This is an optimization exercise on Yosys and OpenROAD, whose aim is small area, not a production implementation.
RTL that was checked went through simulation tests only; none was proved equivalent to the original.
Power and IR drop assume default switching activity.

## mflow_top
module mflow_top (
   input  logic        clk,
   input  logic        rstn,
   input  logic        start,
   input  logic [31:0] task_in_ts,
   input  logic [31:0] task_in_object,
   input  logic [2:0]  task_in_ttype,
   input  logic [63:0] task_in_args,
   output logic        done,
   output logic        idle,
   output logic [31:0] task_out_ts,
   output logic [31:0] task_out_object,
   output logic [2:0]  task_out_ttype,
   output logic [63:0] task_out_args,
   output logic        task_out_valid,
   input  logic        task_out_ready,
   output logic [31:0] mem_rd_addr,
   output logic        mem_rd_valid,
   input  logic        mem_rd_ready,
   input  logic [31:0] mem_rd_data,
   input  logic        mem_rd_resp_valid,
   output logic [31:0] mem_wr_addr,
   output logic [31:0] mem_wr_data,
   output logic        mem_wr_valid,
   input  logic        mem_wr_ready,
   output logic [31:0] undo_addr,
   output logic [31:0] undo_data,
   output logic        undo_valid,
   input  logic        undo_ready
);
   localparam logic [4:0] S_HW0  = 5'd0,    
                          S_H0   = 5'd1,    
                          S_HW1  = 5'd2,    
                          S_H1   = 5'd3,    
                          S_HW2  = 5'd4,    
                          S_H2   = 5'd5,    
                          S_HW3  = 5'd6,    
                          S_IDLE = 5'd7,
                          S_WA   = 5'd8,    
                          S_GH   = 5'd9,    
                          S_GE   = 5'd10,   
                          S_RE   = 5'd11,   
                          S_SE   = 5'd12,   
                          S_RF   = 5'd13,   
                          S_UF   = 5'd14,   
                          S_SUB  = 5'd15,   
                          S_WF   = 5'd16,   
                          S_MV   = 5'd17,   
                          S_UE   = 5'd18,   
                          S_ADD  = 5'd19,   
                          S_WE   = 5'd20,   
                          S_D1   = 5'd21,   
  ...
Size: roughly 800 cells after synthesis, about 0.010 sq mm of cells after synthesis.
clock: 10.0 ns
lec_check: 0
cap_margin: 20
core_margin: 2
core_utilization: 40
cts_buf_list: sky130_fd_sc_hd__clkbuf_8
cts_cluster_diameter: 70
cts_cluster_size: 14
slew_margin: 20
standard.sh (not shown) runs the stock make flow with config.mk's settings and CLKGATE_MAP_FILE= SYNTH_SCRIPT=/design/flow/synth_recipe.tcl, a recipe that flattens the netlist after the stock synthesis.
==> flow/flow/run.sh <==
#!/bin/bash
set -euo pipefail
export BUFFER_PORTS_ARGS="-buffer_cell sky130_fd_sc_hd__buf_1"
bash standard.sh synth > standard_synth.log 2>&1
awk -f flow/filter_lib.awk "$FLOW_HOME/platforms/$FLOW_PLATFORM/lib/sky130_fd_sc_hd__tt_025C_1v80.lib" > restructure.lib
openroad -no_init -exit flow/restructure.tcl > restructure.log 2>&1
bash standard.sh finish > standard_finish.log 2>&1
==> flow/flow/filter_lib.awk <==
# Drop the cells the platform marks don't-use (lpflow and probe cells) from a liberty file.
/^[ \t]*cell[ \t]*\(/ {
   if ($0 ~ /sky130_fd_sc_hd__(lpflow_|probe)/) { skip = 1; depth = 0 }
}
{
   if (skip) {
      n = gsub(/\{/, "{"); m = gsub(/\}/, "}");
      depth += n - m;
      if (depth <= 0 && (n > 0 || m > 0)) { skip = 0 }
      next
   }
   print
}
==> flow/flow/restructure.tcl <==
# Remap the synthesized netlist's combinational logic for area.
set plat $::env(FLOW_HOME)/platforms/$::env(FLOW_PLATFORM)
set res orfs/results/$::env(FLOW_PLATFORM)/mflow_top/base
read_liberty $plat/lib/sky130_fd_sc_hd__tt_025C_1v80.lib
read_db $res/1_synth.odb
read_sdc $res/1_synth.sdc
set_dont_use [get_lib_cells {*/sky130_fd_sc_hd__probe_p_8 */sky130_fd_sc_hd__probec_p_8 */sky130_fd_sc_hd__lpflow_*}]
source $plat/setRC.tcl
report_design_area
file mkdir restructure_work
restructure -target area -liberty_file restructure.lib \
   -tielo_port sky130_fd_sc_hd__conb_1/LO -tiehi_port sky130_fd_sc_hd__conb_1/HI \
   -work_dir restructure_work
report_design_area
report_worst_slack
write_db $res/1_synth.odb
Edit:
--- a/flow/design.v
+++ b/flow/design.v
@@ -67,31 +67,30 @@
                           S_HW1  = 5'd2,    
                           S_H1   = 5'd3,    
                           S_HW2  = 5'd4,    
                           S_H2   = 5'd5,    
                           S_HW3  = 5'd6,    
                           S_IDLE = 5'd7,
                           S_WA   = 5'd8,    
                           S_GH   = 5'd9,    
-                          S_GE   = 5'd10,   
-                          S_RE   = 5'd11,   
-                          S_SE   = 5'd12,   
-                          S_RF   = 5'd13,   
-                          S_UF   = 5'd14,   
-                          S_SUB  = 5'd15,   
-                          S_WF   = 5'd16,   
-                          S_MV   = 5'd17,   
-                          S_UE   = 5'd18,   
-                          S_ADD  = 5'd19,   
-                          S_WE   = 5'd20,   
-                          S_D1   = 5'd21,   
-                          S_D2   = 5'd22,   
-                          S_CH   = 5'd23,   
-                          S_FIN  = 5'd24;
+                          S_RE   = 5'd10,   
+                          S_SE   = 5'd11,   
+                          S_RF   = 5'd12,   
+                          S_UF   = 5'd13,   
+                          S_SUB  = 5'd14,   
+                          S_WF   = 5'd15,   
+                          S_MV   = 5'd16,   
+                          S_UE   = 5'd17,   
+                          S_ADD  = 5'd18,   
+                          S_WE   = 5'd19,   
+                          S_D1   = 5'd20,   
+                          S_D2   = 5'd21,   
+                          S_CH   = 5'd22,   
+                          S_FIN  = 5'd23;
    logic [4:0]  state, nstate;
    logic        wt;         
    logic [4:0]  ph;         
    logic        arm;        
    logic [31:0] brg, srg, krg, erg;   
    logic [31:0] r_ts;       
    logic [31:0] r_ob;       
    logic [31:0] r_x;        
@@ -139,18 +138,18 @@
          S_D1:  begin oy = !brg[0]; oc0 = 1'b1; end
          default: ;
       endcase
    end
    wire ocin = (ph == 5'd0) ? oc0 : dcf;
    wire osb  = ox ^ oy ^ ocin;
    wire oco  = (ox & oy) | (ox & ocin) | (oy & ocin);
    wire hbit = ((ph == 5'd2) && state[1]) || ((ph == 5'd3) && state[2]);
-   wire otop = hw ? hbit : ((state == S_D2) ? dl[0] : ((state == S_GE) ? erg[0] : osb));
-   wire oshift = win && (hw || (state == S_WA) || (state == S_SE) || (state == S_GE) ||
+   wire otop = hw ? hbit : ((state == S_D2) ? dl[0] : osb);
+   wire oshift = win && (hw || (state == S_WA) || (state == S_SE) ||
                          (state == S_MV) || (state == S_D1) ||
                          ((state == S_D2) && (ph < 5'd6)));
    wire vb   = r_ob[0];
    wire ds   = srg[0] ^ vb;
    wire dk   = krg[0] ^ vb;
    wire act = !nz && nes && nek;
    assign idle           = (state == S_IDLE);
    assign done           = (state == S_FIN);
@@ -164,39 +163,39 @@
    assign mem_wr_data    = r_d;
    assign task_out_valid = (state == S_CH);
    assign task_out_ts     = r_ts;
    assign task_out_object = r_ob;
    assign task_out_ttype  = {1'b0, wt, 1'b0};
    assign task_out_args   = {r_x, r_d};
    wire rd_go = mem_rd_valid && mem_rd_ready;
    wire isw = (state == S_HW0) || (state == S_HW1) || (state == S_HW2) || (state == S_HW3) ||
-              (state == S_WA) || (state == S_GE) || (state == S_SE) || (state == S_SUB) ||
+              (state == S_WA) || (state == S_SE) || (state == S_SUB) ||
               (state == S_MV) || (state == S_ADD) || (state == S_D1) || (state == S_D2);
    wire adv = (isw && wend) || resp || (undo_valid && undo_ready) ||
               (mem_wr_valid && mem_wr_ready) || (task_out_valid && task_out_ready) ||
               (idle && start);
    always_comb begin
       if (state == S_FIN)
          nstate = S_IDLE;
       else if (idle && start && task_in_ttype != 3'd1 && task_in_ttype != 3'd3)
          nstate = S_FIN;
       else if (state == S_WA && wend && !wt)
          nstate = S_RE;
-      else if (state == S_GE && wend)
+      else if (state == S_GH && resp)
          nstate = S_CH;
       else if (state == S_WE && mem_wr_ready && !act)
          nstate = S_FIN;
       else if (adv)
          nstate = state + 5'd1;
       else
          nstate = state;
    end
    wire chg    = adv || (state == S_FIN);
-   wire dshift = win && ((state == S_HW1) || (state == S_HW2) || (state == S_HW3) || (state == S_WA) ||
+   wire dshift = win && ((state == S_HW1) || (state == S_HW2) || (state == S_HW3) ||
                          (state == S_SE) || (state == S_SUB) || (state == S_MV) ||
                          (state == S_ADD) || (state == S_D1));
    always_ff @(posedge clk) begin
       if (!rstn) begin
          state <= S_HW0;
          wt    <= 1'b0;
          arm   <= 1'b0;
          ph    <= 5'd0;
@@ -211,24 +210,25 @@
          if (state == S_CH && task_out_ready) wt <= 1'b0;
       end
    end
    always_ff @(posedge clk) begin
       dcf  <= ((state == S_SUB) || (state == S_ADD)) ? dco : oco;
       brg  <= {(state == S_HW1 && win) ? r_d[0] : brg[0], brg[31:1]};
       srg  <= {(state == S_HW2 && win) ? r_d[0] : srg[0], srg[31:1]};
       krg  <= {(state == S_HW3 && win) ? r_d[0] : krg[0], krg[31:1]};
-      erg  <= {((state == S_SE || state == S_WA) && win) ? r_d[0] : erg[0], erg[31:1]};
+      erg  <= {(state == S_SE && win)  ? r_d[0] : erg[0], erg[31:1]};
       if (acc) begin
          r_ts <= task_in_ts;
          r_ob <= task_in_object;
          r_x  <= task_in_args[63:32];
          r_d  <= task_in_args[31:0];
          idx  <= task_in_args[3:0];
       end
+      if (state == S_GH && rd_go) r_ob <= r_d;
       if (resp) r_d <= mem_rd_data;
       if (dshift) r_d <= {dtop, r_d[31:1]};
       if (oshift) r_ob <= {otop, r_ob[31:1]};
       if (win && ((state == S_SUB) || (state == S_ADD))) r_x <= {r_x[0], r_x[31:1]};
       if (win && ((state == S_WA) || ((state == S_D2) && (ph < 5'd6))))
          dl <= {r_ob[0], dl[5:1]};
       if (state == S_WA && win) begin
          nes <= (ph == 5'd0) ? ds : (nes || ds);
Routed wire length climbs by 24%.
Sequential power hardly moves.
Cell count climbs by 6.3%.
Worst hold slack degrades by 0.0057 ns.
Count of clock-buffer cells in the layout drops by 1.
Area after synthesis climbs by 1.1%.


job 101:
The RTL this note starts from:
==> flow/design.v <==
`timescale 1ns/1ps
package mflow_pkg;
   typedef logic [31:0] word_t;
   typedef logic [31:0] addr_t;
   typedef logic [31:0] vid_t;
   typedef logic [31:0] ts_t;
   typedef logic [2:0]  ttype_t;
   typedef struct packed {
      logic [63:0] args;
      ttype_t      ttype;
      vid_t        object;
      ts_t         ts;
   } task_t;
   typedef struct packed {
      addr_t addr;
   } rd_req_t;
   typedef struct packed {
      word_t data;
      addr_t addr;
   } wr_req_t;
   typedef struct packed {
      word_t data;    
      addr_t addr;
   } undo_entry_t;
   localparam ttype_t DISCHARGE_TASK  = 3'd0;
   localparam ttype_t GET_HEIGHT_TASK = 3'd1;
   localparam ttype_t PUSH_TASK       = 3'd2;
   localparam ttype_t RECEIVE_TASK    = 3'd3;
   localparam int VID_EXCESS_OFFSET = 0;
   localparam int VID_HEIGHT_OFFSET = 8;
   localparam int FLOW_BASE_WORD = 4;
   localparam int VERTEX_SHIFT = 6;    
endpackage
`timescale 1ns/1ps
module mflow_top (
   input  logic        clk,
   input  logic        rstn,
   input  logic        start,
   input  logic [31:0] task_in_ts,
   input  logic [31:0] task_in_object,
   input  logic [2:0]  task_in_ttype,
   input  logic [63:0] task_in_args,
   output logic        done,
   output logic        idle,
   output logic [31:0] task_out_ts,
   output logic [31:0] task_out_object,
   output logic [2:0]  task_out_ttype,
   output logic [63:0] task_out_args,
   output logic        task_out_valid,
   input  logic        task_out_ready,
   output logic [31:0] mem_rd_addr,
   output logic        mem_rd_valid,
   input  logic        mem_rd_ready,
   input  logic [31:0] mem_rd_data,
   input  logic        mem_rd_resp_valid,
   output logic [31:0] mem_wr_addr,
   output logic [31:0] mem_wr_data,
   output logic        mem_wr_valid,
   input  logic        mem_wr_ready,
   output logic [31:0] undo_addr,
   output logic [31:0] undo_data,
   output logic        undo_valid,
   input  logic        undo_ready
);
   localparam logic [4:0] S_H0   = 5'd0,    
                          S_H1   = 5'd1,    
                          S_H2   = 5'd2,    
                          S_LD   = 5'd3,    
                          S_IDLE = 5'd4,
                          S_GH   = 5'd5,    
                          S_RE   = 5'd6,    
                          S_SE   = 5'd7,    
                          S_RF   = 5'd8,    
                          S_UF   = 5'd9,    
                          S_SUB  = 5'd10,   
                          S_WF   = 5'd11,   
                          S_MV   = 5'd12,   
                          S_UE   = 5'd13,   
                          S_ADD  = 5'd14,   
                          S_WE   = 5'd15,   
                          S_CH   = 5'd16,   
                          S_FIN  = 5'd17;
   logic [4:0]  state, nstate;
   logic        wt;         
   logic [4:0]  ph;         
   logic        q1, q2;     
   logic        arm;        
   logic [31:0] base;
   logic [31:0] srg, krg;   
   logic [31:0] erg;        
   logic [31:0] r_ts;       
   logic [31:0] r_ob;       
   logic [31:0] r_x;        
   logic [31:0] r_d;        
   logic [3:0]  idx;
   logic        dcf;        
   logic        nes, nek;   
   logic        nz;         
   wire hdr  = (state == S_H0) || (state == S_H1) || (state == S_H2);
   wire rdst = hdr || (state == S_GH) || (state == S_RE) || (state == S_RF);
   wire ok   = q2;
   wire resp = mem_rd_resp_valid && wt && rdst;
   wire acc  = start && idle;
   wire flst = (state == S_RF) || (state == S_UF) || (state == S_WF);
   wire win  = arm;                   
   wire wend = arm && (ph == 5'd31);  
   logic [6:0] off;
   always_comb begin
      if (state == S_GH)  off = 7'd8;
      else if (flst)      off = 7'd16 + {1'b0, idx, 2'b00};
      else                off = 7'd0;
   end
   logic [26:0] ic;         
   logic [25:0] icin;       
   logic [25:0] vi;         
   logic        ic5, ic16;  
   genvar gi;
   generate
      for (gi = 0; gi < 26; gi++) begin : g_inc
         if (gi == 0)       assign icin[gi] = off[6];
         else if (gi == 5)  assign icin[gi] = ic5;
         else if (gi == 16) assign icin[gi] = ic16;
         else               assign icin[gi] = ic[gi];
         assign vi[gi]    = r_ob[gi] ^ icin[gi];
         assign ic[gi+1]  = r_ob[gi] & icin[gi];
      end
   endgenerate
   assign ic[0] = 1'b0;
   wire [31:0] aop = {vi, off[5:0]};
   logic [32:0] ac;         
   logic [31:0] acin;       
   logic [31:0] asum;
   logic        ac11, ac22;    
   generate
      for (gi = 0; gi < 32; gi++) begin : g_addr
         if (gi == 0)       assign acin[gi] = 1'b0;
         else if (gi == 11) assign acin[gi] = ac11;
         else if (gi == 22) assign acin[gi] = ac22;
         else               assign acin[gi] = ac[gi];
         assign asum[gi]  = base[gi] ^ aop[gi] ^ acin[gi];
         assign ac[gi+1]  = (base[gi] & aop[gi]) | (base[gi] & acin[gi]) | (aop[gi] & acin[gi]);
      end
   endgenerate
   assign ac[0] = 1'b0;
   wire [31:0] addr = hdr ? {28'b0, state[1:0], 2'b00} : asum;
   wire sub  = (state == S_SUB);
   wire xb   = r_x[ph] ^ sub;
   wire dcin = (ph == 5'd0) ? sub : dcf;
   wire dsb  = r_d[0] ^ xb ^ dcin;
   wire dco  = (r_d[0] & xb) | (r_d[0] & dcin) | (xb & dcin);
   wire dtop = (state == S_MV) ? erg[0] : dsb;
   wire vb   = r_ob[ph];
   wire ds   = srg[0] ^ vb;
   wire dk   = krg[0] ^ vb;
   wire act = nz == 1'b0 && nes && nek;
   assign idle           = (state == S_IDLE);
   assign done           = (state == S_FIN);
   assign mem_rd_valid   = rdst && !wt && ok;
   assign mem_rd_addr    = addr;
   assign undo_valid     = ((state == S_UF) || (state == S_UE)) && ok;
   assign undo_addr      = addr;
   assign undo_data      = r_d;
   assign mem_wr_valid   = ((state == S_WF) || (state == S_WE)) && ok;
   assign mem_wr_addr    = addr;
   assign mem_wr_data    = r_d;
   assign task_out_valid = (state == S_CH);
   assign task_out_ts     = r_ts;
   assign task_out_object = r_ob;
   assign task_out_ttype  = {1'b0, wt, 1'b0};
   assign task_out_args   = {r_x, r_d};
   wire rd_go = mem_rd_valid && mem_rd_ready;
   always_comb begin
      nstate = state;
      case (state)
         S_H0:  if (resp) nstate = S_H1;
         S_H1, S_H2: if (resp) nstate = S_LD;
         S_LD:  if (wend) nstate = wt ? S_H2 : S_IDLE;
         S_IDLE: if (start) begin
            case (task_in_ttype)
               3'd1:    nstate = S_GH;
               3'd3:    nstate = S_RE;
               default: nstate = S_FIN;
            endcase
         end
         S_GH:  if (resp) nstate = S_CH;
         S_RE:  if (resp) nstate = S_SE;
         S_SE:  if (wend) nstate = S_RF;
         S_RF:  if (resp) nstate = S_UF;
         S_UF:  if (undo_valid && undo_ready) nstate = S_SUB;
         S_SUB: if (wend) nstate = S_WF;
         S_WF:  if (mem_wr_valid && mem_wr_ready) nstate = S_MV;
         S_MV:  if (wend) nstate = wt ? S_CH : S_UE;
         S_UE:  if (undo_valid && undo_ready) nstate = S_ADD;
         S_ADD: if (wend) nstate = S_WE;
         S_WE:  if (mem_wr_valid && mem_wr_ready) nstate = act ? S_MV : S_FIN;
         S_CH:  if (task_out_ready) nstate = S_FIN;
         default: nstate = S_IDLE;
      endcase
   end
   wire chg   = (nstate != state);
   wire shift = win && ((state == S_SUB) || (state == S_ADD) || (state == S_LD) ||
                        (state == S_SE) || (state == S_MV));
   always_ff @(posedge clk) begin
      if (!rstn) begin
         state <= S_H0;
         wt    <= 1'b0;
         q1    <= 1'b0;
         q2    <= 1'b0;
         arm   <= 1'b0;
         ph    <= 5'd0;
      end else begin
         ph    <= ph + 5'd1;
         state <= nstate;
         q1    <= !chg;
         q2    <= q1 && !chg;
         arm   <= !chg && (arm || (ph == 5'd31));
         if (rd_go) wt <= 1'b1;
         if (resp)  wt <= (state == S_H1) || (state == S_GH);
         if (state == S_LD && wend) wt <= 1'b0;
         if (state == S_WE && mem_wr_valid && mem_wr_ready) wt <= act;
         if (state == S_MV && wend) wt <= 1'b0;
         if (state == S_CH && task_out_ready) wt <= 1'b0;
      end
   end
   always_ff @(posedge clk) begin
      ac11 <= ac[11];
      ac22 <= ac[22];
      ic5  <= ic[5];
      ic16 <= ic[16];
      srg  <= {(state == S_LD && win && wt)  ? r_d[0] : srg[0], srg[31:1]};
      krg  <= {(state == S_LD && win && !wt) ? r_d[0] : krg[0], krg[31:1]};
      erg  <= {(state == S_SE && win)        ? r_d[0] : erg[0], erg[31:1]};
      if (resp && state == S_H0) base <= mem_rd_data;
      if (acc) begin
         r_ts <= task_in_ts;
         r_ob <= task_in_object;
         r_x  <= task_in_args[63:32];
         r_d  <= task_in_args[31:0];
         idx  <= task_in_args[3:0];
      end
      if (state == S_GH && rd_go) r_ob <= r_d;
      if (resp && state != S_H0) r_d <= mem_rd_data;
      if (shift) begin
         r_d <= {dtop, r_d[31:1]};
         dcf <= dco;
      end
      if (state == S_SE && win) begin
         nes <= (ph == 5'd0) ? ds : (nes || ds);
         nek <= (ph == 5'd0) ? dk : (nek || dk);
         nz  <= (ph == 5'd0) ? r_d[0] : (nz || r_d[0]);
      end
      if (state == S_ADD && wend) r_x <= r_ts;
   end
endmodule
clock: 10.0 ns
lec_check: 0
cap_margin: 20
core_margin: 2
core_utilization: 40
cts_buf_list: sky130_fd_sc_hd__clkbuf_8
cts_cluster_diameter: 70
cts_cluster_size: 14
slew_margin: 20
Scripts as last shown in full above: flow/flow/run.sh, flow/flow/filter_lib.awk, flow/flow/restructure.tcl
Here is what was changed in the inputs of job 102 compared with job 101.
--- a/flow/design.v
+++ b/flow/design.v
@@ -104,29 +104,14 @@
    wire flst = (state == S_RF) || (state == S_UF) || (state == S_WF);
    wire win  = arm;                   
    wire wend = arm && (ph == 5'd31);  
-   logic [6:0] off;
+   logic [5:0] off;
    always_comb begin
-      if (state == S_GH)  off = 7'd8;
-      else if (flst)      off = 7'd16 + {1'b0, idx, 2'b00};
-      else                off = 7'd0;
-   end
-   logic [26:0] ic;         
-   logic [25:0] icin;       
-   logic [25:0] vi;         
-   logic        ic5, ic16;  
+      if (state == S_GH)  off = 6'd8;
+      else if (flst)      off = {idx + 4'd4, 2'b00};
+      else                off = 6'd0;
+   end
    genvar gi;
-   generate
-      for (gi = 0; gi < 26; gi++) begin : g_inc
-         if (gi == 0)       assign icin[gi] = off[6];
-         else if (gi == 5)  assign icin[gi] = ic5;
-         else if (gi == 16) assign icin[gi] = ic16;
-         else               assign icin[gi] = ic[gi];
-         assign vi[gi]    = r_ob[gi] ^ icin[gi];
-         assign ic[gi+1]  = r_ob[gi] & icin[gi];
-      end
-   endgenerate
-   assign ic[0] = 1'b0;
-   wire [31:0] aop = {vi, off[5:0]};
+   wire [31:0] aop = {r_ob[25:0], off[5:0]};
    logic [32:0] ac;         
    logic [31:0] acin;       
    logic [31:0] asum;
@@ -144,12 +129,17 @@
    assign ac[0] = 1'b0;
    wire [31:0] addr = hdr ? {28'b0, state[1:0], 2'b00} : asum;
    wire sub  = (state == S_SUB);
-   wire xb   = r_x[ph] ^ sub;
+   wire xb   = r_x[0] ^ sub;
    wire dcin = (ph == 5'd0) ? sub : dcf;
    wire dsb  = r_d[0] ^ xb ^ dcin;
    wire dco  = (r_d[0] & xb) | (r_d[0] & dcin) | (xb & dcin);
    wire dtop = (state == S_MV) ? erg[0] : dsb;
-   wire vb   = r_ob[ph];
+   wire vb   = r_ob[0];
+   wire inc  = idx[3] && idx[2] && !wt;
+   wire dec  = (state == S_MV);
+   wire ocin = (ph == 5'd0) ? inc : dcf;
+   wire obit = r_ob[0] ^ ocin;
+   wire oco  = (r_ob[0] ^ dec) & ocin;
    wire ds   = srg[0] ^ vb;
    wire dk   = krg[0] ^ vb;
    wire act = nz == 1'b0 && nes && nek;
@@ -225,8 +215,6 @@
    always_ff @(posedge clk) begin
       ac11 <= ac[11];
       ac22 <= ac[22];
-      ic5  <= ic[5];
-      ic16 <= ic[16];
       srg  <= {(state == S_LD && win && wt)  ? r_d[0] : srg[0], srg[31:1]};
       krg  <= {(state == S_LD && win && !wt) ? r_d[0] : krg[0], krg[31:1]};
       erg  <= {(state == S_SE && win)        ? r_d[0] : erg[0], erg[31:1]};
@@ -242,13 +230,15 @@
       if (resp && state != S_H0) r_d <= mem_rd_data;
       if (shift) begin
          r_d <= {dtop, r_d[31:1]};
-         dcf <= dco;
-      end
+         dcf <= ((state == S_SE) || (state == S_MV)) ? oco : dco;
+      end
+      if (win && ((state == S_SE) || (state == S_MV))) r_ob <= {obit, r_ob[31:1]};
       if (state == S_SE && win) begin
          nes <= (ph == 5'd0) ? ds : (nes || ds);
          nek <= (ph == 5'd0) ? dk : (nek || dk);
          nz  <= (ph == 5'd0) ? r_d[0] : (nz || r_d[0]);
       end
+      if (win && ((state == S_SUB) || (state == S_ADD))) r_x <= {r_x[0], r_x[31:1]};
       if (state == S_ADD && wend) r_x <= r_ts;
    end
 endmodule
### Flow results
Between job 101 and job 102, the difference in global-route usage is negligible.
Job 102 vs job 101 — total of clock buffers placed in the layout dropped by a few percent
Summary — area used by multi-input combinational logic, job 102 relative to job 101: lower, by 2.8%.
The combinational power on job 101 is in line with that on job 102.
The estimated power of job 102 ends up lower than the estimate for job 101.
Between job 101 and job 102, the sequential standard cell area is higher for job 101.
Summary of job 102 over job 101: cell count after synthesis has decreased; time the final worst path needs with I/O delays and setup fell by 0.34 ns; via count lower; worst-path maximum fanout decreased 2; clock network area share decreased by 0.20 points relative to the old numbers.
Changes observed in job 102 relative to job 101: fmax +about 4%, wire length saw a decrease, total stage count of the critical path now smaller.
Only the layout flow was run in job 102; the RTL was not checked for function there.

-- separate check: timing with driven ports --
No port has a modelled driver above. Below, the same layouts with a new extraction and two added sets of constraints. Step 1, drivers: a clkbuf_16 drives clk and a buf_2 each remaining input, both assumed. Step 2 also shifts input and output timing later by t, the mid clock arrival at the registers, as if the neighbouring blocks saw the same clock. a / b / c = ideal / step 1 / step 2; a / b = the first two.
| run | t (ns) | setup slack, ns | latest minus earliest clock arrival (ns) | worst register clock-pin slew, ns | cell pins on the clock port's net |
|---|---|---|---|---|---|
| the first run of note 1 | 0.585 | 5.232 / 5.188 / 5.773 | 0.017 / 0.017 | 0.10 / 0.10 | 1 |
| the second run of note 1 | 0.582 | 5.250 / 5.254 / 4.672 | 0.042 / 0.042 | 0.10 / 0.10 | 1 |
| job 101 | 0.613 | 1.774 / 1.726 / 2.339 | 0.032 / 0.033 | 0.10 / 0.10 | 1 |
| job 102 | 0.606 | 2.109 / 2.064 / 2.670 | 0.032 / 0.032 | 0.10 / 0.10 | 1 |
After both steps setup and hold are still met in every run listed. For the second run of note 1, which loses most, drivers alone change the setup slack by +0.004 ns; drivers and shift together by -0.578 ns.
